From an optimization exercise on the open Yosys and OpenROAD flow, aimed at small area, a short achievable clock period and few clock cycles per item; shortcuts taken in it are not production practice. In this exercise RTL edits were held to simulation tests only and were not proved equivalent to the original. Power is estimated from default activity; no workload was simulated.

Design softened_gravity_accumulator, start of the top module:
module softened_gravity_accumulator #(
  parameter int COORD_WIDTH = 32,
  parameter int SUM_WIDTH   = 64
) (
  input  wire logic clk,
  input  wire logic rst,
  input  wire logic cfg_wr_en,
  input  wire logic [sga_pkg::EPS_W-1:0] cfg_wr_data,
  input  wire logic s_axis_tvalid,
  output logic      s_axis_tready,
  input  wire logic [((6*COORD_WIDTH+sga_pkg::MASS_W+7)/8)*8-1:0] s_axis_tdata,
  input  wire logic s_axis_tuser,
  input  wire logic s_axis_tlast,
  output logic      m_axis_tvalid,
  input  wire logic m_axis_tready,
  output logic [3*sga_pkg::ACC_W-1:0] m_axis_tdata
);
clock: 8.0 ns
lec_check: 0
cap_margin: 20
core_margin: 2
core_utilization: 40
setup_slack_margin: 2
slew_margin: 20
run.sh (not shown) runs the stock make flow with config.mk's settings and CLKGATE_MAP_FILE= SYNTH_SCRIPT=/design/flow/synth_recipe.tcl, a recipe that flattens the netlist after the stock synthesis.
Testbench counts at the start, summed over its fixed seeds: cycles 529,079, items 1,920.
Next try:
--- a/flow/design.v
+++ b/flow/design.v
@@ -135,39 +135,20 @@
       default: begin
       end
     endcase
   end
   always_comb begin
     mul_val = mplier[0] ? alu_y : acc;
     rt_nx   = alu_ge ? ((rt >> 1) | one) : (rt >> 1);
     numw    = {mul_val[PW-1:0], {FRAC_SH{1'b0}}};
     ad_nxt  = (axis == 2'd0) ? ad[1] : ad[2];
   end
-  logic [14:0]  anz, dnz8;
-  logic [16:0]  dsf;
-  logic         k8;
-  logic [119:0] accx, denx;
-  always_comb begin
-    accx = 120'(acc);
-    denx = 120'(den);
-    for (int j = 0; j < 15; j++) begin
-      anz[j]  = |accx[8*j +: 8];
-      dnz8[j] = |denx[8*j +: 8];
-    end
-    dsf[16] = 1'b0;
-    dsf[15] = 1'b0;
-    for (int j = 14; j >= 0; j--) dsf[j] = dsf[j+1] | dnz8[j];
-    k8 = dsf[1] && (q == '0) && (cnt < CNTW'(QW - 8));
-    for (int j = 0; j < 15; j++) begin
-      if (anz[j] && !dsf[j+2]) k8 = 1'b0;
-    end
-  end
   always_comb begin
     term    = neg[axis] ? -(SW'(mag)) : SW'(mag);
     sum_sel = sums[axis];
     sum_w   = {sum_sel[SW-1], sum_sel} + {term[SW-1], term};
     if (sum_w[SW] != sum_w[SW-1]) begin
       sat_val = sum_w[SW] ? {1'b1, {(SW-1){1'b0}}} : {1'b0, {(SW-1){1'b1}}};
     end else begin
       sat_val = sum_w[SW-1:0];
     end
   end
@@ -258,34 +239,28 @@
         S_SATCHK: begin
           if (alu_ge) begin
             mag   <= {QW{1'b1}};
             state <= S_ACCUM;
           end else begin
             q     <= '0;
             state <= S_DIV;
           end
         end
         S_DIV: begin
-          if (k8) begin
-            acc <= {acc[W-9:0], nlo[QW-1 -: 8]};
-            nlo <= nlo << 8;
-            cnt <= cnt + CNTW'(8);
-          end else begin
-            acc <= alu_ge ? alu_y : alu_a;
-            nlo <= nlo << 1;
-            q   <= {q[QW-2:0], alu_ge};
-            cnt <= cnt + 1'b1;
-            if (cnt == CNTW'(QW-1)) begin
-              cnt   <= '0;
-              mag   <= {q[QW-2:0], alu_ge};
-              state <= S_ACCUM;
-            end
+          acc <= alu_ge ? alu_y : alu_a;
+          nlo <= nlo << 1;
+          q   <= {q[QW-2:0], alu_ge};
+          cnt <= cnt + 1'b1;
+          if (cnt == CNTW'(QW-1)) begin
+            cnt   <= '0;
+            mag   <= {q[QW-2:0], alu_ge};
+            state <= S_ACCUM;
           end
         end
         S_ACCUM: begin
           sums[axis] <= sat_val;
           if (axis == 2'd2) begin
             state <= S_FIN;
           end else begin
             axis   <= axis + 1'b1;
             acc    <= '0;
             mcand  <= W'(ad_nxt);
After rerunning:
- cell area goes down by 3.4%
- total power came out lower by 27%
- hold slack gets better by 0.0075 ns
- synthesized cell count fell by 4.5%
- global-route usage is lower by 2.0 points
- area after synthesis went down by 2.9%
Testbench counts after the change, summed over its fixed seeds: cycles 732,450, items 1,920.

Another version of the RTL of softened_gravity_accumulator (not shown whole).
For scale: ~7500 cells after synthesis, about 1300 flip-flops, roughly 460 I/O pins, roughly 77000 sq um of cells after synthesis.
==> flow/config.mk <==
export PLATFORM = sky130hd
export DESIGN_NAME = softened_gravity_accumulator
export DESIGN_NICKNAME = softened_gravity_accumulator
export VERILOG_FILES = /design/flow/design.v
export SDC_FILE = /design/flow/constraint.sdc
export NUM_CORES = 4
export LEC_CHECK = 0
export CAP_MARGIN = 20
export CORE_MARGIN = 2
export CORE_UTILIZATION = 40
export SETUP_SLACK_MARGIN = 2
export SLEW_MARGIN = 20
==> flow/constraint.sdc <==
create_clock -name core_clock -period 8.0 [get_ports {clk}]
set_input_delay 1.6000 -clock core_clock [delete_from_list [all_inputs] [get_ports {clk}]]
set_output_delay 1.6000 -clock core_clock [all_outputs]
set_load 0.01 [all_outputs]
Testbench counts at the start, summed over its fixed seeds: cycles 519,551, items 1,920.
Next try:
--- a/flow/design.v
+++ b/flow/design.v
@@ -134,47 +134,22 @@
       end
       default: begin
       end
     endcase
   end
   always_comb begin
     mul_val = mplier[0] ? alu_y : acc;
     rt_nx   = alu_ge ? ((rt >> 1) | one) : (rt >> 1);
     numw    = {mul_val[PW-1:0], {FRAC_SH{1'b0}}};
     ad_nxt  = (axis == 2'd0) ? ad[1] : ad[2];
   end
-  logic [14:0]  anz, dnz8;
-  logic [16:0]  dsf;
-  logic         k8;
-  logic [119:0] accx, denx;
-  always_comb begin
-    accx = 120'(acc);
-    denx = 120'(den);
-    for (int j = 0; j < 15; j++) begin
-      anz[j]  = |accx[8*j +: 8];
-      dnz8[j] = |denx[8*j +: 8];
-    end
-    dsf[16] = 1'b0;
-    dsf[15] = 1'b0;
-    for (int j = 14; j >= 0; j--) dsf[j] = dsf[j+1] | dnz8[j];
-    k8 = dsf[1] && (q == '0) && (cnt < CNTW'(QW - 8));
-    for (int j = 0; j < 15; j++) begin
-      if (anz[j] && !dsf[j+2]) k8 = 1'b0;
-    end
-  end
-  logic         rskip;
-  logic [7:0]   rzero;
-  always_comb begin
-    for (int j = 0; j < 8; j++) rzero[j] = ((acc >> (2*SQW - 8 - 8*j)) == '0);
-    rskip = (rt == '0) && (cnt[1:0] == 2'd0) && (cnt <= CNTW'(SQW - 5)) && rzero[cnt[4:2]];
-  end
   always_comb begin
     term    = neg[axis] ? -(SW'(mag)) : SW'(mag);
     sum_sel = sums[axis];
     sum_w   = {sum_sel[SW-1], sum_sel} + {term[SW-1], term};
     if (sum_w[SW] != sum_w[SW-1]) begin
       sat_val = sum_w[SW] ? {1'b1, {(SW-1){1'b0}}} : {1'b0, {(SW-1){1'b1}}};
     end else begin
       sat_val = sum_w[SW-1:0];
     end
   end
   always_ff @(posedge clk) begin
@@ -199,103 +174,94 @@
             mplier <= MPW'(ad_in[0]);
             cnt    <= '0;
             axis   <= '0;
             state  <= S_SQR;
           end
         end
         S_SQR: begin
           acc    <= mul_val;
           mcand  <= mcand << 1;
           mplier <= mplier >> 1;
           cnt    <= cnt + 1'b1;
-          if (cnt == CNTW'(DW-1) || (mplier >> 1) == '0) begin
+          if (cnt == CNTW'(DW-1)) begin
             cnt <= '0;
             if (axis == 2'd2) begin
               rreg  <= mul_val[RW-1:0];
               rt    <= '0;
               one   <= RW'(1) << (2*(SQW-1));
               state <= (mul_val[RW-1:0] == '0) ? S_FIN : S_ROOT;
             end else begin
               axis   <= axis + 1'b1;
               mcand  <= W'(ad_nxt);
               mplier <= MPW'(ad_nxt);
             end
           end
         end
-        S_ROOT: if (rskip) begin
-          one <= one >> 8;
-          cnt <= cnt + CNTW'(4);
-        end else begin
+        S_ROOT: begin
           if (alu_ge) acc <= alu_y;
           rt  <= rt_nx;
           one <= one >> 2;
           cnt <= cnt + 1'b1;
           if (cnt == CNTW'(SQW-1)) begin
             cnt    <= '0;
             acc    <= '0;
             mcand  <= W'(rreg);
             mplier <= MPW'(rt_nx[SQW-1:0]);
             state  <= S_DEN;
           end
         end
         S_DEN: begin
           acc    <= mul_val;
           mcand  <= mcand << 1;
           mplier <= mplier >> 1;
           cnt    <= cnt + 1'b1;
-          if (cnt == CNTW'(SQW-1) || (mplier >> 1) == '0) begin
+          if (cnt == CNTW'(SQW-1)) begin
             cnt    <= '0;
             den    <= mul_val[DENW-1:0];
             axis   <= '0;
             acc    <= '0;
             mcand  <= W'(ad[0]);
             mplier <= MPW'(mass);
             state  <= S_MULM;
           end
         end
         S_MULM: begin
           acc    <= mul_val;
           mcand  <= mcand << 1;
           mplier <= mplier >> 1;
           cnt    <= cnt + 1'b1;
-          if (cnt == CNTW'(MASS_W-1) || (mplier >> 1) == '0) begin
+          if (cnt == CNTW'(MASS_W-1)) begin
             cnt   <= '0;
             acc   <= W'(numw[NUMW-1:QW]);
             nlo   <= numw[QW-1:0];
             state <= S_SATCHK;
           end
         end
         S_SATCHK: begin
           if (alu_ge) begin
             mag   <= {QW{1'b1}};
             state <= S_ACCUM;
           end else begin
             q     <= '0;
             state <= S_DIV;
           end
         end
         S_DIV: begin
-          if (k8) begin
-            acc <= {acc[W-9:0], nlo[QW-1 -: 8]};
-            nlo <= nlo << 8;
-            cnt <= cnt + CNTW'(8);
-          end else begin
-            acc <= alu_ge ? alu_y : alu_a;
-            nlo <= nlo << 1;
-            q   <= {q[QW-2:0], alu_ge};
-            cnt <= cnt + 1'b1;
-            if (cnt == CNTW'(QW-1)) begin
-              cnt   <= '0;
-              mag   <= {q[QW-2:0], alu_ge};
-              state <= S_ACCUM;
-            end
+          acc <= alu_ge ? alu_y : alu_a;
+          nlo <= nlo << 1;
+          q   <= {q[QW-2:0], alu_ge};
+          cnt <= cnt + 1'b1;
+          if (cnt == CNTW'(QW-1)) begin
+            cnt   <= '0;
+            mag   <= {q[QW-2:0], alu_ge};
+            state <= S_ACCUM;
           end
         end
         S_ACCUM: begin
           sums[axis] <= sat_val;
           if (axis == 2'd2) begin
             state <= S_FIN;
           end else begin
             axis   <= axis + 1'b1;
             acc    <= '0;
             mcand  <= W'(ad_nxt);
             mplier <= MPW'(mass);
After rerunning: The new run ran to the end with no violations; core utilization grows by 1.0 points; hold slack improved by 0.0034 ns; sequential cell count went down by 1; total power is lower by 32%; setup slack gets worse by 0.31 ns; final area came out higher by 0.80%; routed wire length came out lower by 9.4%; global-route usage went down by 2.4 points; cell count shrinks by 1.1%; register-to-register slack is worse by 0.31 ns; clock power shrinks by 7.0%; clock skew is higher by 0.016 ns.
Testbench counts after the change, summed over its fixed seeds: cycles 883,208, items 1,920.

-- separate check: timing with driven ports --
In the flow no input, the clock included, has a driving cell. The finished layouts below were timed again as built, in two steps.
Step 1 (the two cells are an assumption about what drives the block):
set clk [get_ports {clk}]
set_driving_cell -lib_cell sky130_fd_sc_hd__clkbuf_16 $clk
set_driving_cell -lib_cell sky130_fd_sc_hd__buf_2 [delete_from_list [all_inputs] $clk]
Step 2 moves the port delays by t, midway between the first and last clock arrival at a register: inputs arrive t later, outputs are due t later. That takes back most of the time a late clock gives input paths.
Slacks: no drivers / after step 1 / after step 2; pairs: no drivers / after step 1.
run	t, ns	setup slack, ns	worst setup path at the end	worst slew at a driven data input, ns	cell pins on the clock port's net
the first run of note 1	0.900	1.878 / 1.878 / 1.347	input to register	0.15	1
the second run of note 1	0.889	1.951 / 1.951 / 1.266	input to register	0.09	1
the first run of note 2	0.909	2.068 / 2.068 / 1.456	input to register	0.10	1
the second run of note 2	0.896	1.759 / 1.759 / 1.225	input to register	0.12	1
After both steps every run listed still meets setup and hold. For the second run of note 1, which loses most, drivers alone change the setup slack by 0.000 ns; drivers and shift together by -0.685 ns.
